This is an optimization exercise on Yosys and OpenROAD, whose aim is small area and a short achievable clock period, not a production implementation.
Function was not checked in any run shown here: the RTL went through the layout flow alone.
The flow treats the clock pin as an ideal source, which a real chip does not have.
Power and IR drop assume default switching activity.

## design/flow/config.mk

```make
export PLATFORM = sky130hd
export DESIGN_NAME = dda_move_engine
export DESIGN_NICKNAME = dda_move_engine
export VERILOG_FILES = /design/flow/design.v
export SDC_FILE = /design/flow/constraint.sdc
export NUM_CORES = 4
export LEC_CHECK = 0
export CAP_MARGIN = 20
export CORE_MARGIN = 2
export CORE_UTILIZATION = 40
export SLEW_MARGIN = 20
```

## design/flow/constraint.sdc

```tcl
create_clock -name core_clock -period 10.0 [get_ports {clk}]
set_input_delay 2.0000 -clock core_clock [delete_from_list [all_inputs] [get_ports {clk}]]
set_output_delay 2.0000 -clock core_clock [all_outputs]
set_load 0.01 [all_outputs]
```

## design/flow/design.v

```verilog
module dda_move_engine #(
  parameter int          NUM_AXES     = 2,
  parameter int          BUFFER_DEPTH = 4,
  parameter int          DUR_WIDTH    = 64,
  parameter int          ACC_WIDTH    = 64,
  parameter int          DIV_WIDTH    = 24,
  parameter logic [63:0] THRESHOLD    = 64'h7fffffffffffff9b,
  parameter int          STEP_HOLD    = 8
) (
  input  logic                            clk,
  input  logic                            resetn,
  input  logic [DIV_WIDTH-1:0]            clock_divisor,
  input  logic                            wr_valid,
  output logic                            wr_ready,
  input  logic [DUR_WIDTH-1:0]            wr_duration,
  input  logic [NUM_AXES-1:0]             wr_dir,
  input  logic [NUM_AXES*ACC_WIDTH-1:0]   wr_increment,
  input  logic [NUM_AXES*ACC_WIDTH-1:0]   wr_incinc,
  input  logic                            abort,
  output logic [NUM_AXES-1:0]             step,
  output logic [NUM_AXES-1:0]             dir,
  output logic                            busy,
  output logic                            move_done,
  output logic [$clog2(BUFFER_DEPTH):0]   buffer_count
);
  localparam int PTR_W  = $clog2(BUFFER_DEPTH);
  localparam int CNT_W  = PTR_W + 1;
  localparam int HOLD_W = $clog2(STEP_HOLD + 1);
  localparam logic [ACC_WIDTH-1:0] THR  = THRESHOLD[ACC_WIDTH-1:0];
  localparam logic [ACC_WIDTH-1:0] NTHR = -THR;
  logic                          s_load, s_run, tick;
  logic [DUR_WIDTH-1:0]          mem_dur    [BUFFER_DEPTH];
  logic [NUM_AXES-1:0]           mem_dir    [BUFFER_DEPTH];
  logic [NUM_AXES*ACC_WIDTH-1:0] mem_inc    [BUFFER_DEPTH];
  logic [NUM_AXES*ACC_WIDTH-1:0] mem_incinc [BUFFER_DEPTH];
  logic [PTR_W-1:0]              rd_ptr, wr_ptr;
  logic [DUR_WIDTH-1:0]          tickdown;
  logic [NUM_AXES-1:0]           cur_dir;
  logic [NUM_AXES*ACC_WIDTH-1:0] cur_incinc;
  logic [ACC_WIDTH-1:0]          u       [NUM_AXES];
  logic [DIV_WIDTH-1:0]          div_r, rem;
  logic [ACC_WIDTH-1:0]          acc     [NUM_AXES];
  logic [NUM_AXES-1:0]           owe;
  logic                          acc_ok;
  logic [ACC_WIDTH-1:0]          acc_owe [NUM_AXES];
  logic [ACC_WIDTH-1:0]          csa_x   [NUM_AXES];
  logic [ACC_WIDTH-1:0]          csa_y   [NUM_AXES];
  logic [ACC_WIDTH-1:0]          acc_sum [NUM_AXES];
  logic [ACC_WIDTH-1:0]          pg_g, pg_p;
  logic [NUM_AXES-1:0]           sum_zero;
  logic [HOLD_W-1:0]             hcnt    [NUM_AXES];
  logic [NUM_AXES-1:0]           pend, fire;
  logic                          push, pop, last, dur_zero, td_hi0;
  logic [BUFFER_DEPTH-1:0]       rd_oh;
  logic [DUR_WIDTH-1:0]          rd_dur;
  logic [NUM_AXES-1:0]           rd_dir;
  logic [NUM_AXES*ACC_WIDTH-1:0] rd_inc, rd_incinc;
  logic [BUFFER_DEPTH-1:0]       rd_sel;
  logic [DUR_WIDTH-1:0]          td_dec;
  logic [DIV_WIDTH-1:0]          rem_dec;
  logic [ACC_WIDTH-1:0]          u_sum   [NUM_AXES];
  logic [ACC_WIDTH-1:0]          ug, up;
  always_comb begin
    rd_sel = rd_oh & {BUFFER_DEPTH{pop}};
    rd_dur = '0; rd_dir = '0; rd_inc = '0; rd_incinc = '0;
    for (int i = 0; i < BUFFER_DEPTH; i++) begin
      rd_dur    = rd_dur    | (mem_dur[i]    & {DUR_WIDTH{rd_sel[i]}});
      rd_dir    = rd_dir    | (mem_dir[i]    & {NUM_AXES{rd_sel[i]}});
      rd_inc    = rd_inc    | (mem_inc[i]    & {(NUM_AXES*ACC_WIDTH){rd_sel[i]}});
      rd_incinc = rd_incinc | (mem_incinc[i] & {(NUM_AXES*ACC_WIDTH){rd_sel[i]}});
    end
  end
  logic [DUR_WIDTH-1:0]          td_z;
  logic [DIV_WIDTH-1:0]          rem_z;
  always_comb begin
    td_z = ~tickdown;
    for (int l = 0; (1 << l) < DUR_WIDTH; l++)
      for (int i = 0; i < DUR_WIDTH; i++)
        if ((i >> l) & 1) td_z[i] = td_z[i] & td_z[((i >> l) << l) - 1];
    td_dec = tickdown ^ {td_z[DUR_WIDTH-2:0], 1'b1};
    rem_z = ~rem;
    for (int l = 0; (1 << l) < DIV_WIDTH; l++)
      for (int i = 0; i < DIV_WIDTH; i++)
        if ((i >> l) & 1) rem_z[i] = rem_z[i] & rem_z[((i >> l) << l) - 1];
    rem_dec = rem ^ {rem_z[DIV_WIDTH-2:0], 1'b1};
    for (int a = 0; a < NUM_AXES; a++) begin
      ug = u[a] & cur_incinc[a*ACC_WIDTH +: ACC_WIDTH];
      up = u[a] ^ cur_incinc[a*ACC_WIDTH +: ACC_WIDTH];
      for (int l = 0; (1 << l) < ACC_WIDTH; l++)
        for (int i = 0; i < ACC_WIDTH; i++)
          if ((i >> l) & 1) begin
            ug[i] = ug[i] | (up[i] & ug[((i >> l) << l) - 1]);
            up[i] = up[i] & up[((i >> l) << l) - 1];
          end
      u_sum[a] = (u[a] ^ cur_incinc[a*ACC_WIDTH +: ACC_WIDTH]) ^ {ug[ACC_WIDTH-2:0], 1'b0};
    end
  end
  logic [DIV_WIDTH-1:0]          cd;
  logic                          cd_one;
  assign wr_ready = !buffer_count[CNT_W-1] && !abort;
  assign push     = wr_valid && wr_ready;
  assign pop      = !s_load && !s_run && (buffer_count != '0);
  assign busy     = s_load || s_run;
  assign td_hi0   = (tickdown[DUR_WIDTH-1:1] == '0);
  assign last     = td_hi0 && tickdown[0];
  assign dur_zero = td_hi0 && !tickdown[0];
  assign cd_one   = (clock_divisor[DIV_WIDTH-1:1] == '0);
  assign cd       = {clock_divisor[DIV_WIDTH-1:1], clock_divisor[0] | cd_one};
  always_comb begin
    for (int a = 0; a < NUM_AXES; a++) begin
      acc_owe[a] = NTHR & {ACC_WIDTH{owe[a]}};
      csa_x[a]   = acc[a] ^ u[a] ^ acc_owe[a];
      csa_y[a]   = {(acc[a][ACC_WIDTH-2:0] & u[a][ACC_WIDTH-2:0]) |
                    (acc[a][ACC_WIDTH-2:0] & acc_owe[a][ACC_WIDTH-2:0]) |
                    (u[a][ACC_WIDTH-2:0] & acc_owe[a][ACC_WIDTH-2:0]), 1'b0};
      pg_g = csa_x[a] & csa_y[a];
      pg_p = csa_x[a] ^ csa_y[a];
      for (int l = 0; (1 << l) < ACC_WIDTH; l++) begin
        for (int i = 0; i < ACC_WIDTH; i++) begin
          if ((i >> l) & 1) begin
            pg_g[i] = pg_g[i] | (pg_p[i] & pg_g[((i >> l) << l) - 1]);
            pg_p[i] = pg_p[i] & pg_p[((i >> l) << l) - 1];
          end
        end
      end
      acc_sum[a] = (csa_x[a] ^ csa_y[a]) ^ {pg_g[ACC_WIDTH-2:0], 1'b0};
      sum_zero[a] = ((csa_x[a] ^ csa_y[a]) == {(csa_x[a][ACC_WIDTH-2:0] | csa_y[a][ACC_WIDTH-2:0]), 1'b0});
      fire[a]    = tick && !acc_sum[a][ACC_WIDTH-1] && !sum_zero[a];
    end
  end
  always_ff @(posedge clk) begin
    if (push) begin
      mem_dur[wr_ptr]    <= wr_duration;
      mem_dir[wr_ptr]    <= wr_dir;
      mem_inc[wr_ptr]    <= wr_increment;
      mem_incinc[wr_ptr] <= wr_incinc;
    end
  end
  always_ff @(posedge clk) begin
    if (pop) begin
      cur_dir    <= rd_dir;
      cur_incinc <= rd_incinc;
    end
    if (pop || tick) begin
      tickdown <= rd_dur | (td_dec & {DUR_WIDTH{tick}});
      for (int a = 0; a < NUM_AXES; a++)
        u[a] <= rd_inc[a*ACC_WIDTH +: ACC_WIDTH] | (u_sum[a] & {ACC_WIDTH{tick}});
    end
    if (tick) begin
      for (int a = 0; a < NUM_AXES; a++)
        acc[a] <= acc_sum[a];
      owe <= fire;
    end
    if (s_load && !acc_ok) begin
      for (int a = 0; a < NUM_AXES; a++)
        acc[a] <= '0;
      owe <= '0;
    end
    if (s_load) begin
      div_r <= cd;
      rem   <= cd;
    end else if (tick) begin
      rem   <= div_r;
    end else begin
      rem   <= rem_dec;
    end
  end
  always_ff @(posedge clk or negedge resetn) begin
    if (!resetn) begin
      s_load       <= 1'b0;
      s_run        <= 1'b0;
      tick         <= 1'b0;
      rd_ptr       <= '0;
      rd_oh        <= BUFFER_DEPTH'(1);
      wr_ptr       <= '0;
      buffer_count <= '0;
      move_done    <= 1'b0;
      dir          <= '0;
      step         <= '0;
      pend         <= '0;
      acc_ok       <= 1'b0;
      for (int a = 0; a < NUM_AXES; a++) begin
        hcnt[a] <= '0;
      end
    end else if (abort) begin
      s_load       <= 1'b0;
      s_run        <= 1'b0;
      tick         <= 1'b0;
      rd_ptr       <= '0;
      rd_oh        <= BUFFER_DEPTH'(1);
      wr_ptr       <= '0;
      buffer_count <= '0;
      move_done    <= 1'b0;
      step         <= '0;
      pend         <= '0;
      acc_ok       <= 1'b0;
      for (int a = 0; a < NUM_AXES; a++) begin
        hcnt[a] <= '0;
      end
    end else begin
      move_done <= 1'b0;
      if (push) wr_ptr <= wr_ptr + 1'b1;
      if (pop)  rd_ptr <= rd_ptr + 1'b1;
      if (pop)  rd_oh  <= {rd_oh[BUFFER_DEPTH-2:0], rd_oh[BUFFER_DEPTH-1]};
      if (push && !pop)      buffer_count <= buffer_count + 1'b1;
      else if (pop && !push) buffer_count <= buffer_count - 1'b1;
      for (int a = 0; a < NUM_AXES; a++) begin
        if (fire[a]) begin
          if (step[a] || pend[a]) begin
            step[a] <= 1'b0;
            pend[a] <= 1'b1;
          end else begin
            step[a] <= 1'b1;
            hcnt[a] <= HOLD_W'(STEP_HOLD);
          end
        end else if (pend[a]) begin
          pend[a] <= 1'b0;
          step[a] <= 1'b1;
          hcnt[a] <= HOLD_W'(STEP_HOLD);
        end else if (step[a]) begin
          if (hcnt[a] == HOLD_W'(1)) step[a] <= 1'b0;
          hcnt[a] <= hcnt[a] - 1'b1;
        end
      end
      if (pop) s_load <= 1'b1;
      if (s_load) begin
        s_load <= 1'b0;
        acc_ok <= 1'b1;
        dir    <= cur_dir;
        if (dur_zero) begin
          move_done <= 1'b1;
        end else begin
          s_run <= 1'b1;
          tick  <= cd_one;
        end
      end
      if (s_run) begin
        if (tick) begin
          if (last) begin
            move_done <= 1'b1;
            s_run     <= 1'b0;
            tick      <= 1'b0;
          end else begin
            tick      <= (div_r == DIV_WIDTH'(1));
          end
        end else begin
          tick <= (rem == DIV_WIDTH'(2));
        end
      end
    end
  end
endmodule
```

## design/flow/flow/run.sh

```bash
#!/bin/bash
# Standard layout (the standard.sh) with a tighter setup-repair target,
# smaller port buffers, a clock tree without dummy loads, and one extra
# repair pass after CTS for the port-to-port path (flow/post_cts.tcl).
export SETUP_SLACK_MARGIN=5.6
export BUFFER_PORTS_ARGS="-buffer_cell sky130_fd_sc_hd__buf_1"
export CTS_ARGS="-sink_clustering_enable -repair_clock_nets -dont_use_dummy_load -sink_clustering_size 24 -sink_clustering_max_diameter 100"
export POST_CTS_TCL="$(pwd)/flow/post_cts.tcl"
bash standard.sh > standard.log 2>&1
```

## design/flow/flow/post_cts.tcl

```tcl
# One extra setup-repair pass aimed at the combinational port-to-port path
# (abort -> wr_ready): the output budget is tightened for this pass only and
# restored to the design's constraint before the design is written.
log_cmd set_output_delay 2.4 -clock core_clock [all_outputs]
log_cmd repair_timing -setup -setup_margin $::env(SETUP_SLACK_MARGIN) -sequence "unbuffer,sizeup,swap" -skip_last_gasp -verbose
log_cmd set_output_delay 2.0 -clock core_clock [all_outputs]
set result [catch { detailed_placement } msg]
if { $result != 0 } {
  error "Detailed placement failed after the extra repair: $msg"
}
check_placement -verbose
log_cmd estimate_parasitics -placement
report_worst_slack -max
```

## design/flow/standard.sh

```bash
#!/bin/bash
# synth_recipe.tcl (not shown) runs the flow's synth.tcl, then flattens the netlist and writes it again
# the make line also repeats each setting of config.mk as NAME=value (left out here)
make -C /OpenROAD-flow-scripts/flow DESIGN_CONFIG=/design/flow/config.mk WORK_HOME=/design/flow/orfs CLKGATE_MAP_FILE= SYNTH_SCRIPT=/design/flow/synth_recipe.tcl "${@:-finish}"
```

==> results.txt, run 1 <==
- Routed len/inst: between 20 and 25 µm
- Most frequent cell after synthesis: edfxtp_1
- Ys flop type: edfxtp_1
- Register share of total power: between 40% and 50%
- Total Wirelength: just over 200,000 µm
- Sequential area share after synthesis: between 60 and 70%
- Pleak: around 31 nW
- Setup TNS: 0 ns
- Mapped Cells: 5,678
- Post-synthesis cell area: around 80,000 µm²
- Relative slew slack: 26.2%
- Worst min-delay path class: reg2reg
- Dpl cells: between 8,000 and 9,000
- Area contributors post-synth: edfxtp_1 61%, ha_1 8.0%, a22oi_1 4.3%
- First-pass GRT wire length: between 300,000 and 400,000 µm
- Req. time, crit path: roughly 8 ns
- Post-synth top cells: 1,634 x edfxtp_1, 510 x ha_1, 458 x a22oi_1, 345 x nand2_1, 330 x inv_1
- Share of the synthesized area in the top cell type: between 60 and 70%
- Post-route total power: around 27 mW
- Number of enable flip-flop cells after synthesis: around 1,600
- Vias in the first global route: around 46,000
- Starting Density: about two fifths
- Core area: between 150,000 and 200,000 µm²
- Largest area contributor in the netlist: edfxtp_1
- Worst-Margin Slew: 1.11 ns
- Critical path class: in2out
- Dpl cell area: between 80,000 and 90,000 µm²
- Vias: ~48,000
- Clock-pin slew on the worst setup and hold paths: roughly 0.050 ns
- Remaining Overflow, GRT: 0
- Largest family of logic cells by synthesized area: compound AO/OA/AOI/OAI gates
- Final ANT Viol Nets: 0
- Final period util: 44.2%
- Synth warn: 9
- Logic pwr share: approximately 44%
- Worst hold slack: roughly 0.46 ns
- IO Count: 360
- Mapped Nets: between 6,000 and 7,000
- Die area: around 200,000 µm²
- Syn Area/Cell: around 14 µm²
- Fmax: roughly 230 MHz
- Count of different cell masters after synthesis: 86
- IO Port Bufs: around 360
- Detailed Route Iter0 Violations: ~4,000
- Hold path start: acc[0][61]
- Area share of fa/ha/maj cells after synthesis: between 8 and 9%
- Clk Latency, worst-skew pair: a little over 0.8 ns
- Switching Fraction: about two fifths
- Initial antenna violation count: 93
- Routed via count divided by cell count: ~5.5
- GRT Util Overall: approximately a fifth
- Crit path max fanout: 2
- Sw power: between 10 and 15 mW
- Reg2Reg Launch Point: u[0][2]
- Data arrival time of the worst path: 2.42 ns
- PwrDens: 310 nW/µm²
- 1st-pass router iterations: 6
- Remaining DRCs: 0
- Multiplexer share of the synthesized area: 0.801%
- Post-synth ARST share: approximately 1.5%
- Clk_skew: roughly 0.12 ns
- Gpl congestion: ~0.87
- Final Cell Area: a little under 90,000 µm²
- Die Height: 451 µm
- Power share of the clock group: 14.5%
- Setup ws final: approximately 5.6 ns
- Compound-gate portion of the synthesized area: about an eighth
- Type of origin of the critical path: input pin
- CTS tree: done
- Area growth syn-to-layout: 8.91%
- Cell Count, Final, Fillers Out: 8,645
- Hold Fails Final Rpt: 0
- Final HPWL DP: roughly 130,000 µm
- Max Cap Viol: 0
- CP Capture Type: primary output
- Share of layout cells above drive strength 1: about 4%
- Clock sink count: roughly 1,800
- Die width: between 400 and 500 µm
- Final nets: between 6,000 and 7,000
- #FFs+latches synth: between 1,500 and 2,000
- # rows: approximately 160
- Maximum VDD drop: roughly 340 µV
- RSZ-0062 raised after global routing: yes
- Xor/xnor share of the synthesized area: 3.97%
- CP Launch Point: abort
- Status: complete, no violations
- Largest net degree at the start of global routing: between 100 and 150
- Tmin final: between 4 and 5 ns
- Endpoints failing setup: 0
- Pint: between 15 and 20 mW
- Post-synthesis simple-gate area fraction: ~5.4%
- Place WS: roughly 4.9 ns
- Util after Layout: ~44%
- Max Slew Vio Count: 0
==> critical path: stages <==
cell and delay (ns):
clkbuf_16 0.12, buf_12 0.11, nor2_2 0.06, buf_2 0.13
==> placed cells by master, fill, tap and decap left out, types with 68 or more instances in the layout <==
master     synthesis  final
edfxtp_1        1634   1634
a22oi_1          458    458
clkbuf_16          0     94
xnor2_1          199    199
a21oi_1          183    179
nand2_1          345    341
a221oi_1          75     74
xor2_1           164    164
nor2_1           222    220
a21o_1           111    111
o21ai_0          192    191
buf_1             39    356
a22o_1            68     68
inv_1            330    327
o211ai_1          79     79
ha_1             510    510
dfxtp_1          154    152
==> worst paths after layout <==
| kind | end | cells past startpoint | slack [ns] |
|---|---|---|---|
| max in group asynchronous | tick | 1 | 8.08 |
| worst min register to register | acc[0][61] | 2 | 0.46 |
| worst max register to register | acc[0][39] | 16 | 5.79 |
| worst min-delay path | acc[0][61] | 2 | 0.46 |
| min in group asynchronous | pend[0] | 1 | 1.34 |
| worst max-delay path | wr_ready | 4 | 5.58 |
==> power by group through the flow <==
| stage | clock network, mW | registers [mW] | logic (mW) |
|---|---|---|---|
| after global routing | 4.30 | 11.4 | 13.2 |
| after floorplan | 0 | 11.1 | 8.38 |
| after detailed placement | 0 | 11.5 | 11.7 |
| final | 3.94 | 11.3 | 11.8 |
| after global placement | 0 | 11.4 | 11.6 |
==> layer usage <==
metal	part of all wire, %	routed length [µm]	up-vias	GRT usage, %
met5	0.17	349	-	0
li1	-	-	22194	-
met1	45	92400	23939	27.5
met4	2.0	4100	58	4.06
met2	48	97600	1125	32.2
met3	5.3	10800	279	3.07
==> registers in the layout, indices dropped and copies added, names as in the netlist, 3 cells and up <==
name	cells
mem_inc	512
rd_oh	4
mem_incinc	512
tickdown	64
div_r	24
cur_incinc	128
mem_dur	256
buffer_count	3
hcnt	8
mem_dir	8
rem	24
u	128
acc	128
==> cell families (layout without fill, tap and decap cells) <==
group,Yosys count,after routing
xor gates and xnor gates,363,363
muxes,63,63
adders and majority gates,541,541
AOI/OAI and AO/OA,1408,1408
buffers and inverters,561,850
and+or+nand+nor,926,928
other,0,20
DFF,1816,1816
==> layout make-up <==
type                       count  area, µm²
fill                       17964     112000
sequential                  1816      52900
multi-input combinational   3303      25400
tap                         2656       3320
clock buffer                  93       2330
timing repair buffer         425       2040
inverter                     332       1260
antenna                       20       50.0
==> run 2: changes to the inputs <==
--- a/design/flow/flow/run.sh
+++ b/design/flow/flow/run.sh
@@ -4,3 +4,3 @@
 # repair pass after CTS for the port-to-port path (flow/post_cts.tcl).
-export SETUP_SLACK_MARGIN=5.6
+export SETUP_SLACK_MARGIN=5.8
 export BUFFER_PORTS_ARGS="-buffer_cell sky130_fd_sc_hd__buf_1"
==> design/flow/flow/bypass.tcl (new file) <==
# Drive the gate that makes wr_ready straight from abort's port buffer,
# skipping any buffers repair left in between.
proc my_driver_inst { net } {
  foreach it [$net getITerms] {
    if { [$it isOutputSignal] } { return [$it getInst] }
  }
  return ""
}
proc my_bypass_port_path { in_port out_port } {
  set block [ord::get_db_block]
  set in_net [[$block findBTerm $in_port] getNet]
  # the port buffer: the cell whose input is on the port's net
  set in_buf ""
  foreach it [$in_net getITerms] { if { [$it isInputSignal] } { set in_buf [$it getInst] } }
  set src_net ""
  foreach it [$in_buf getITerms] { if { [$it isOutputSignal] } { set src_net [$it getNet] } }
  # the output port buffer, then the gate in front of it
  set out_net [[$block findBTerm $out_port] getNet]
  set out_buf [my_driver_inst $out_net]
  set gate_net ""
  foreach it [$out_buf getITerms] { if { [$it isInputSignal] } { set gate_net [$it getNet] } }
  set gate [my_driver_inst $gate_net]
  puts "bypass: port buffer [$in_buf getName], output buffer [$out_buf getName], gate [$gate getName] ([[$gate getMaster] getName])"
  foreach it [$gate getITerms] {
    if { ![$it isInputSignal] } { continue }
    set n [$it getNet]
    if { $n eq "NULL" || $n eq "" } { continue }
    # follow buffers back from this input
    set cur $n
    set hops 0
    while { $hops < 4 } {
      if { [$cur getName] eq [$src_net getName] } { break }
      set d [my_driver_inst $cur]
      if { $d eq "" } { break }
      set m [[$d getMaster] getName]
      if { ![regexp {__(buf|clkbuf)_[0-9]+$} $m] } { break }
      set a ""
      foreach dit [$d getITerms] { if { [$dit isInputSignal] } { set a [$dit getNet] } }
      set cur $a
      incr hops
    }
    if { [$cur getName] eq [$src_net getName] && $hops > 0 } {
      puts "bypass: [$gate getName]/[[$it getMTerm] getName] moved from [$n getName] to [$src_net getName] ($hops buffers skipped)"
      $it disconnect
      $it connect $src_net
    }
  }
}
==> design/flow/flow/post_cts.tcl (replaced) <==
# After CTS: shorten the combinational port-to-port path (abort -> wr_ready).
# 1. Drive its gate straight from abort's port buffer (flow/bypass.tcl).
# 2. One extra sizing pass on that path alone: its output budget is tightened
#    for this pass only and restored to the design's constraint at once.
source [file join [file dirname [info script]] bypass.tcl]
my_bypass_port_path abort wr_ready
log_cmd estimate_parasitics -placement
log_cmd set_output_delay 2.4 -clock core_clock [get_ports wr_ready]
log_cmd repair_timing -setup -setup_margin $::env(SETUP_SLACK_MARGIN) -sequence "sizeup,swap" -skip_last_gasp -verbose
log_cmd set_output_delay 2.0 -clock core_clock [get_ports wr_ready]
set result [catch { detailed_placement } msg]
if { $result != 0 } {
  error "Detailed placement failed after the extra repair: $msg"
}
check_placement -verbose
log_cmd estimate_parasitics -placement
report_checks -from [get_ports abort] -to [get_ports wr_ready]
report_worst_slack -max
==> run 2 against run 1 <==
Effect of this change:
- still clean on timing, DRC and antenna
- fmax up 1.6%
- via count is 1.3% higher
- final area up 1.5%
- final cell count up 0.68%
- largest power group unchanged
- critical endpoint is now u[1][58]
- largest cell class unchanged
- power increased by 3.6%
- synthesized cell count stayed put
- sequential share of layout area decreased by 0.89 points
- area after synthesis unchanged
- critical path depth is 12 higher
==> results.txt, run 2 <==
- Status: complete, no violations
- Compound-gate portion of the synthesized area: 12.5% (unchanged)
- Xor/xnor share of the synthesized area: 3.97% (unchanged)
- Most common cell after layout, fill and taps aside: edfxtp_1
- Power share of the clock group: 14.1% (-0.4 points)
- Clk_skew: 0.116 ns (-0.00322 ns)
- Hold path start: acc[0][52]
- Largest area contributor in the netlist: edfxtp_1
- CTS tree: done
- Final HPWL DP: 132,000 µm (-0.63%)
- Post-route total power: 28.0 mW (+3.6%)
- Switching Fraction: 39.4% (+0.24 points)
- Most frequent cell after synthesis: edfxtp_1
- Final ANT Viol Nets: 0 (unchanged)
- Share of the synthesized area in the top cell type: 61.3% (unchanged)
- Post-synthesis cell area: 80,100 µm² (unchanged)
- Clk Latency, worst-skew pair: 0.80 ns (about the same)
- Gpl congestion: 0.881 (+0.97%)
- Data arrival time of the worst path: 4.90 ns (+2.48 ns)
- Sw power: 11.1 mW (+4.2%)
- Initial antenna violation count: 90 (-3.2%)
- Vias in the first global route: 47,498 (+2.6%)
- R2R Setup Slk: 5.65 ns (-0.14 ns)
- Crit path max fanout: 3 (+1)
- Starting Density: 40.2% (unchanged)
- Remaining Overflow, GRT: 0 (unchanged)
- Max Cap Viol: 0 (unchanged)
- Routed via count divided by cell count: 5.54 (+0.66%)
- Hold Fails Final Rpt: 0 (unchanged)
- Total Wirelength: 212,000 µm (+3.3%)
- Post-synth ARST share: 1.54% (unchanged)
- CP Capture Type: register
- Core area: 199,000 µm² (unchanged)
- Max Slew Vio Count: 0 (unchanged)
- Area share of fa/ha/maj cells after synthesis: 8.74% (unchanged)
- Logic pwr share: 45.4% (+1.7 points)
- Sequential area share after synthesis: 66.0% (unchanged)
- Final nets: 6,921 (+0.86%)
- Fmax: 230 MHz (+1.6%)
- Relative slew slack: 18.3% (-7.9 points)
- Max stage delay on crit path: 0.50 ns (+0.37 ns)
- #FFs+latches synth: 1,816 (unchanged)
- First-pass GRT wire length: 312,000 µm (+3.0%)
- GRT Util Overall: 20.3% (+0.69 points)
- Post-synth top cells: 1,634 x edfxtp_1, 510 x ha_1, 458 x a22oi_1, 345 x nand2_1, 330 x inv_1
- Die Height: 451 µm (unchanged)
- Req. time, crit path: 10.55 ns (+2.55 ns)
- Most frequent cells in the layout: 1,634 x edfxtp_1, 503 x ha_1, 458 x a22oi_1
- Synth warn: 9 (unchanged)
- Remaining DRCs: 0 (unchanged)
- Setup ws final: 5.65 ns (+0.0709 ns)
- Number of enable flip-flop cells after synthesis: 1,634 (unchanged)
- Area of the multi-input gates: 25,900 µm² (+2.2%)
- 1st-pass router iterations: 6 (unchanged)
- Type of origin of the critical path: register
- Clock sink count: 1,816 (unchanged)
- PwrDens: 317 nW/µm² (+2.1%)
- Worst-Margin Slew: 1.23 ns (+0.119 ns)
- Routed len/inst: 24.4 µm (+2.6%)
- CP Buf/Inv Count: 2 (-1)
- Final period util: 43.5% (-0.71 points)
- Register share of total power: 40.5% (-1.3 points)
- Tmin final: 4.35 ns (-0.0709 ns)
- Largest net degree at the start of global routing: 147 (+11%)
- Worst min-delay path class: reg2reg
- Mapped Cells: 5,678 (unchanged)
- Maximum VDD drop: 237 µV (-29%)
- Die width: 451 µm (unchanged)
- Reg2Reg Launch Point: cur_incinc[64]
- # rows: 164 (unchanged)
- Crit-path slowest cell: edfxtp_1
- CP Launch Point: cur_incinc[64]
- IO Count: 360 (unchanged)
- Largest family of logic cells by synthesized area: compound AO/OA/AOI/OAI gates
- Sequential standard cell area: 52,900 µm² (unchanged)
- Mapped Nets: 6,569 (unchanged)
- Area contributors post-synth: edfxtp_1 61%, ha_1 8.0%, a22oi_1 4.3%
- Biggest registers after layout: mem_inc: 512 flops, mem_incinc: 512 flops, mem_dur: 256 flops
- Worst hold path endpoint: acc[0][52]
- Kind of cell adding the most delay to the critical path: compound AO/OA/AOI/OAI gates
- RSZ-0062 raised after global routing: yes
- Setup TNS: 0 ns (unchanged)
- Cell depth of the worst min-delay path: 2 (unchanged)
- Share of layout cells above drive strength 1: 6.20% (+2.1 points)
- Die area: 204,000 µm² (unchanged)
- Area growth syn-to-layout: 10.5%
- Pleak: 31.5 nW (+1.8%)
- Count of different cell masters after synthesis: 86 (unchanged)
- Syn Area/Cell: 14.1 µm² (unchanged)
- Place WS: 4.66 ns (-0.236 ns)
- Multiplexer share of the synthesized area: 0.801% (unchanged)
- Critical path class: reg2reg
- Post-synthesis simple-gate area fraction: 5.37% (unchanged)
- Detailed Route Iter0 Violations: 4,150 (+5.0%)
- Pint: 17.0 mW (+3.2%)
- Worst r2r path cells: 16 (unchanged)
- Clock-pin slew on the worst setup and hold paths: 0.09 ns (+0.04 ns)
- Filler cells: 17,872 (-0.51%)
- Worst-path cell chain: ha_2 -> fa_2 -> a21o_1 -> a21o_1 -> a311o_1 -> a221oi_2 -> o211ai_1 -> a32oi_2 -> buf_6 -> buf_6 -> a2111oi_4 -> nor2_2 -> o21ai_2 -> a31oi_4 -> mux2_4 -> o211ai_1
- IO Port Bufs: 359 (unchanged)
- Endpoints failing setup: 0 (unchanged)
- Ys flop type: edfxtp_1
- Worst R2R End: u[1][58]
- Vias: 48,236 (+1.3%)
[run 2: cell types whose count changed in the layout (fill, tap and decap cells not counted), sizes merged]
cell      delta
bufbuf       +2
and2         +3
buf         +53
clkbuf       +1
inv          -1
clkinvlp     +1
[run 2: layout make-up]
class / instances / area share [%]
repair buffers: 481 / 3.14
multi-input cells: 3306 / 29.3
flip-flops and latches: 1816 / 59.7
inverters: 332 / 1.42
diodes: 20 / 0.0565
well taps: 2656 / 3.75
clock buffers: 93 / 2.63
[run 2: worst max path at each step]
stage | endpoint | slack [ns] | depth (start not counted)
2_1_floorplan | mem_dir[0][0] | 5.04 | 2
3_3_place_gp | u[0][6] | 4.69 | 12
3_5_place_dp | u[0][6] | 4.66 | 12
5_1_grt | u[1][58] | 5.51 | 16
6_report | u[1][58] | 5.65 | 16
[run 2: power by group through the flow]
stage | Combinational [mW] | Clock [mW] | Sequential (mW)
after floorplan | 8.38 | 0 | 11.1
after global routing | 14.1 | 4.30 | 11.5
after global placement | 11.6 | 0 | 11.5
after detailed placement | 11.7 | 0 | 11.5
final | 12.7 | 3.96 | 11.4
[run 2: cell families (layout without fill, tap and decap cells)]
group                      count (synthesis)  count (layout)
AOI/OAI and AO/OA                       1408            1408
buffers and inverters                    561             906
muxes                                     63              63
other                                      0              20
xor gates and xnor gates                 363             363
adders and majority gates                541             541
and+or+nand+nor                          926             931
DFF                                     1816            1816
[run 2: metrics by stage]
stage	utilization (%)	cells	hold WS (ns)	cell area, µm²
global placement	42.4	8512	0.440	84500
detailed placement	42.4	8512	0.446	84500
finish	44.4	8704	0.454	88500
global route	44.4	8696	0.478	88500
floorplan	-	5678	0.429	80100
[run 2: worst reg2reg max path: cells and delay by family, from the launching register on]
family	cells	cell delay, ns
and+or+nand+nor	1	0.16
adders and majority gates	2	0.58
DFF	1	0.50
muxes	1	0.33
buffers and inverters	2	0.27
AOI/OAI and AO/OA	10	2.26
[run 2: metal layers]
metal / vias to the layer above / wire, µm / track usage (%) / share of wire, %
met5: - / 385 / 0 / 0.18
met2: 1255 / 102000 / 33.5 / 48
li1: 22332 / - / - / -
met1: 24269 / 93200 / 28.0 / 44
met4: 60 / 4810 / 4.76 / 2.3
met3: 320 / 11900 / 3.31 / 5.6

static timing again, ports no longer ideal:
In the flow no input, the clock included, has a driving cell. The finished layouts below were timed again as built, in two steps.
Step 1, drivers: a clkbuf_16 drives clk and a buf_2 each remaining input, both assumed.
Step 2 times the ports against the registers' clock, not the clock port: input delays grow and output delays shrink by t, the midpoint of the rising clock arrivals with the driver on.
Three values: ideal ports, drivers, drivers and shift; two values: the first two.
run | shift t [ns] | slack for setup (ns) | worst setup path after step 2 | clock arrival spread, ns
run 1 | 0.810 | 5.582 / 5.538 / 4.915 | input to register | 0.159 / 0.159
run 2 | 0.824 | 5.653 / 5.641 / 5.123 | input to register | 0.133 / 0.133
After both steps setup and hold are still met in every run listed. For run 1, which loses most, drivers alone change the setup slack by -0.044 ns; drivers and shift together by -0.667 ns.
